This is an optimization exercise on Yosys and OpenROAD, whose aim is small area and a short achievable clock period, not a production implementation.
At most, simulation tests tie the RTL to the original design; equivalence was not proved.

==> flow/design.v <==
`default_nettype none
package fcb_pkg;
    typedef struct packed {
        logic [2:0]  address;
        logic [31:0] data;
        logic [3:0]  select;
        logic        stb;
        logic        we;
        logic        cyc;
    } wb_req_t;
    typedef struct packed {
        logic [29:0] reserved;
        logic        readback_en;
        logic        program_en;    
    } fcb_ctrl_t;
    typedef union packed {
        logic [31:0] raw;
        fcb_ctrl_t   fields;
    } fcb_ctrl_u;
    typedef struct packed {
        logic [26:0] reserved;
        logic        overrun;
        logic        checksum_mismatch;
        logic        checksum_match;
        logic        bitstream_done;
        logic        word_done;     
    } fcb_status_t;
    typedef struct packed {
        logic cfg_bit;
        logic shift;
    } chain_t;
endpackage
`default_nettype wire
`timescale 1ns/1ps
`default_nettype none
module fcb_top (
    input  wire                                       clk,
    input  wire                                       reset,
    input  wire [2:0]                                 bus_address,
    input  wire [31:0]                                bus_data,
    input  wire [3:0]                                 bus_select,
    input  wire                                       bus_stb,
    input  wire                                       bus_we,
    input  wire                                       bus_cyc,
    output logic [31:0]                               rd_data,
    output logic [8*32-1:0]  config_bits,
    output logic                                      global_reset
);
    localparam int NB = 8*32;
    localparam logic [1:0] S_IDLE = 2'd0, S_SHIFT = 2'd1, S_DONE = 2'd2;
    logic [31:0] ctrl, data_word, length, expected, rdbk_word;
    logic        prog_q, rb_q, data_wr;
    logic        st_word_done, st_done, st_match, st_mismatch, st_overrun;
    logic        word_done_p, done_p, overrun_p, match_p, mismatch_p;
    wire wr_en     = bus_stb & bus_we & bus_cyc;
    wire prog_rise = ctrl[0] & ~prog_q;
    wire rb_rise   = ctrl[1] & ~rb_q;
    function automatic logic [31:0] merge_bytes(input logic [31:0] old_val,
                                                input logic [31:0] new_val,
                                                input logic [3:0]  sel);
        logic [31:0] res;
        for (int i = 0; i < 4; i++)
            res[8*i +: 8] = sel[i] ? new_val[8*i +: 8] : old_val[8*i +: 8];
        merge_bytes = res;
    endfunction
    always_ff @(posedge clk or negedge reset) begin
        if (!reset) begin
            ctrl      <= '0;
            data_word <= '0;
            length    <= '0;
            expected  <= '0;
            data_wr   <= 1'b0;
            prog_q    <= 1'b0;
            rb_q      <= 1'b0;
            st_word_done <= 1'b0;
            st_done      <= 1'b0;
            st_match     <= 1'b0;
            st_mismatch  <= 1'b0;
            st_overrun   <= 1'b0;
        end else begin
            prog_q  <= ctrl[0];
            rb_q    <= ctrl[1];
            data_wr <= wr_en && (bus_address == 3'd1);
            if (wr_en && (bus_address == 3'd0)) ctrl      <= merge_bytes(ctrl, bus_data, bus_select);
            if (wr_en && (bus_address == 3'd1)) data_word <= merge_bytes(data_word, bus_data, bus_select);
            if (wr_en && (bus_address == 3'd2))  length    <= merge_bytes(length, bus_data, bus_select);
            if (wr_en && (bus_address == 3'd3))  expected  <= merge_bytes(expected, bus_data, bus_select);
            st_word_done <= word_done_p | (st_word_done & ~(prog_rise | data_wr));
            st_done      <= done_p      | (st_done      & ~prog_rise);
            st_match     <= match_p     | (st_match     & ~(prog_rise | rb_rise));
            st_mismatch  <= mismatch_p  | (st_mismatch  & ~(prog_rise | rb_rise));
            st_overrun   <= overrun_p   | (st_overrun   & ~prog_rise);
        end
    end
    wire [31:0] status_w = {27'd0, st_overrun, st_mismatch, st_match, st_done, st_word_done};
    wire        rd_en = bus_stb & ~bus_we;
    wire [7:0]  rsel  = rd_en ? (8'd1 << bus_address) : 8'd0;
    assign rd_data = ({32{rsel[0]}} & ctrl) | ({32{rsel[1]}} & data_word) |
                     ({32{rsel[2]}} & length) | ({32{rsel[3]}} & expected) |
                     ({32{rsel[4]}} & status_w) | ({32{rsel[5]}} & rdbk_word);
    assign global_reset = st_done;
    logic [1:0]  state;
    logic [31:0] tc1;
    logic [31:1] shift_word;
    logic        load;
    logic        running;
    logic        head_bit, head_shift;
    logic [NB-1:0] chain;
    wire st_idle   = (state == S_IDLE);
    wire st_shift  = (state == S_SHIFT);
    wire st_dn     = (state == S_DONE);
    wire start     = data_wr & ctrl[0] & st_idle;
    wire shift_now = start | st_shift;
    wire last_bit  = (tc1 == length);
    wire word_end  = (tc1[4:0] == 5'd0);
    assign load = done_p;
    always_ff @(posedge clk or negedge reset) begin
        if (!reset) begin
            state       <= S_IDLE;
            word_done_p <= 1'b0;
            done_p      <= 1'b0;
            overrun_p   <= 1'b0;
        end else begin
            word_done_p <= shift_now & (word_end | last_bit);
            done_p      <= shift_now & last_bit;
            overrun_p   <= data_wr & st_shift;
            case (state)
                S_IDLE:  if (!prog_rise && start) state <= last_bit ? S_DONE : S_SHIFT;
                S_SHIFT: if (last_bit) state <= S_DONE;
                         else if (word_end) state <= S_IDLE;
                S_DONE:  if (prog_rise) state <= S_IDLE;
                default: state <= S_IDLE;
            endcase
        end
    end
    always_ff @(posedge clk) begin
        if (prog_rise && !st_shift)
            tc1 <= 32'd1;
        else if (shift_now)
            tc1 <= tc1 + 32'd1;
        shift_word <= st_idle ? data_word[30:0] : {shift_word[30:1], 1'b0};
    end
    assign head_bit   = st_dn ? chain[NB-1] : (st_idle ? data_word[31] : shift_word[31]);
    assign head_shift = st_dn ? running : shift_now;
    always_ff @(posedge clk or negedge reset) begin
        if (!reset)
            chain <= '0;
        else if (head_shift)
            chain <= {chain[NB-2:0], head_bit};
    end
    always_ff @(posedge clk or negedge reset) begin
        if (!reset)
            config_bits <= '0;
        else if (load)
            config_bits <= chain;
    end
    logic [31:0] cnt1;
    logic        byte_vld, pf, fresh;
    logic [2:0]  fin;
    logic [7:0]  bacc;
    logic [15:0] sum_a, sum_bp;
    logic [7:0]  bval;
    wire tail     = chain[NB-1];
    wire rb_start = ctrl[1] & ~rb_q & st_done & ~running & (length != 32'd0);
    wire last     = (cnt1 == length);
    wire [2:0] bit_idx = cnt1[2:0] - 3'd1;
    always_comb begin
        for (int j = 0; j < 8; j++) begin
            if (bit_idx == 3'(7 - j))
                bval[j] = tail;
            else if (bit_idx > 3'(7 - j))
                bval[j] = bacc[j];
            else
                bval[j] = 1'b0;
        end
    end
    logic [16:0] a_s, a_t, b_s, b_t;
    logic [15:0] a_mod, b_mod, b_true;
    always_comb begin
        a_s   = {1'b0, sum_a} + {9'd0, bacc};
        a_t   = a_s - 17'(65521);
        a_mod = a_t[16] ? a_s[15:0] : a_t[15:0];
        b_s   = {1'b0, sum_bp} + {1'b0, sum_a};
        b_t   = b_s - 17'(65521);
        b_mod = b_t[16] ? b_s[15:0] : b_t[15:0];
        b_true = pf ? b_mod : sum_bp;
    end
    always_ff @(posedge clk or negedge reset) begin
        if (!reset) begin
            running    <= 1'b0;
            byte_vld   <= 1'b0;
            fin        <= '0;
            match_p    <= 1'b0;
            mismatch_p <= 1'b0;
            rdbk_word  <= '0;
            pf         <= 1'b0;
            fresh      <= 1'b1;
        end else begin
            if (running)
                rdbk_word <= {rdbk_word[30:0], tail};
            byte_vld <= running & ((bit_idx == 3'd7) | last);
            fin      <= {fin[1:0], running & last};
            if (rb_start)
                running <= 1'b1;
            else if (running & last)
                running <= 1'b0;
            pf <= byte_vld;
            if (byte_vld)
                fresh <= 1'b0;
            else if (rb_start)
                fresh <= 1'b1;
            match_p    <= fin[2] & ({sum_bp, sum_a} == expected);
            mismatch_p <= fin[2] & ({sum_bp, sum_a} != expected);
        end
    end
    always_ff @(posedge clk) begin
        if (rb_start)
            cnt1 <= 32'd1;
        else if (running)
            cnt1 <= cnt1 + 32'd1;
        if (running)
            bacc <= bval;
        if (byte_vld)
            sum_a <= fresh ? {8'd0, bacc} + 16'd1 : a_mod;
        if (byte_vld && fresh)
            sum_bp <= '0;
        else if (pf)
            sum_bp <= b_mod;
    end
endmodule
`default_nettype wire
clock: 8.0 ns
lec_check: 0
cap_margin: 20
core_margin: 2
core_utilization: 70
place_density: 0.85
setup_slack_margin: 3.8
slew_margin: 20
standard.sh (not shown) runs the stock make flow with config.mk's settings and CLKGATE_MAP_FILE= SYNTH_SCRIPT=/design/flow/synth_recipe.tcl, a recipe that flattens the netlist after the stock synthesis.
==> flow/flow/run.sh <==
#!/bin/bash
# The standard layout (standard.sh), with two changes:
#  - port buffers are buf_1 cells (buffer_ports -buffer_cell)
#  - clock tree synthesis inserts no dummy loads
# Each tool's output is kept in this folder: standard.log (make) and the
# ORFS logs under orfs/logs/.
export BUFFER_PORTS_ARGS="-buffer_cell sky130_fd_sc_hd__buf_1"
export CTS_ARGS="-sink_clustering_enable -repair_clock_nets -sink_clustering_size 24 -sink_clustering_max_diameter 60 -buf_list sky130_fd_sc_hd__clkbuf_16 -dont_use_dummy_load"
bash standard.sh > standard.log 2>&1
The starting point produced a clean layout.
Next try:
--- a/flow/design.v
+++ b/flow/design.v
@@ -92,13 +92,19 @@
             st_overrun   <= overrun_p   | (st_overrun   & ~prog_rise);
         end
     end
     wire [31:0] status_w = {27'd0, st_overrun, st_mismatch, st_match, st_done, st_word_done};
-    wire        rd_en = bus_stb & ~bus_we;
-    wire [7:0]  rsel  = rd_en ? (8'd1 << bus_address) : 8'd0;
-    assign rd_data = ({32{rsel[0]}} & ctrl) | ({32{rsel[1]}} & data_word) |
-                     ({32{rsel[2]}} & length) | ({32{rsel[3]}} & expected) |
-                     ({32{rsel[4]}} & status_w) | ({32{rsel[5]}} & rdbk_word);
+    logic [31:0] rd_lo, rd_hi;
+    always_comb begin
+        case (bus_address[1:0])
+            2'd0: rd_lo = ctrl;
+            2'd1: rd_lo = data_word;
+            2'd2: rd_lo = length;
+            default: rd_lo = expected;
+        endcase
+        rd_hi = bus_address[1] ? 32'd0 : (bus_address[0] ? rdbk_word : status_w);
+        rd_data = (bus_stb & ~bus_we) ? (bus_address[2] ? rd_hi : rd_lo) : 32'd0;
+    end
     assign global_reset = st_done;
     logic [1:0]  state;
     logic [31:0] tc1;
     logic [31:1] shift_word;
=>
- non-clock buffer count rose by 6
- via count rose by 2.1%
- setup slack improves by 0.073 ns
- maximum frequency rose by 1.6%
- clock skew fell by 0.019 ns
- design area rose by 0.92%
- count of clock-buffer cells in the layout does not change
Only the layout flow was run in the first run of this note; the RTL was not checked for function there.

static timing again, ports no longer ideal:
Ports are ideal in the flow. The routed layouts listed here were re-timed in OpenROAD.
Step 1: set_driving_cell puts a clkbuf_16 on clk and a buf_2 on each other input, an assumption about the parent block.
Step 2, shift: input delay + t, output delay - t, t = (earliest + latest rising clock arrival at the registers) / 2. This alone moves slack from input paths to output paths.
a / b / c = no drivers / after step 1 / after step 2; a / b = the first two.
run	t (ns)	slack for setup (ns)	slew at the worst register clock pin (ns)	worst slew at a driven data input, ns
the first run	0.648	3.417 / 3.290 / 3.290	0.09 / 0.09	0.19
the second run	0.653	3.489 / 3.435 / 3.435	0.09 / 0.09	0.11
After both steps setup and hold are still met in every run listed. For the first run, which loses most, drivers alone change the setup slack by -0.127 ns; drivers and shift together by -0.127 ns.
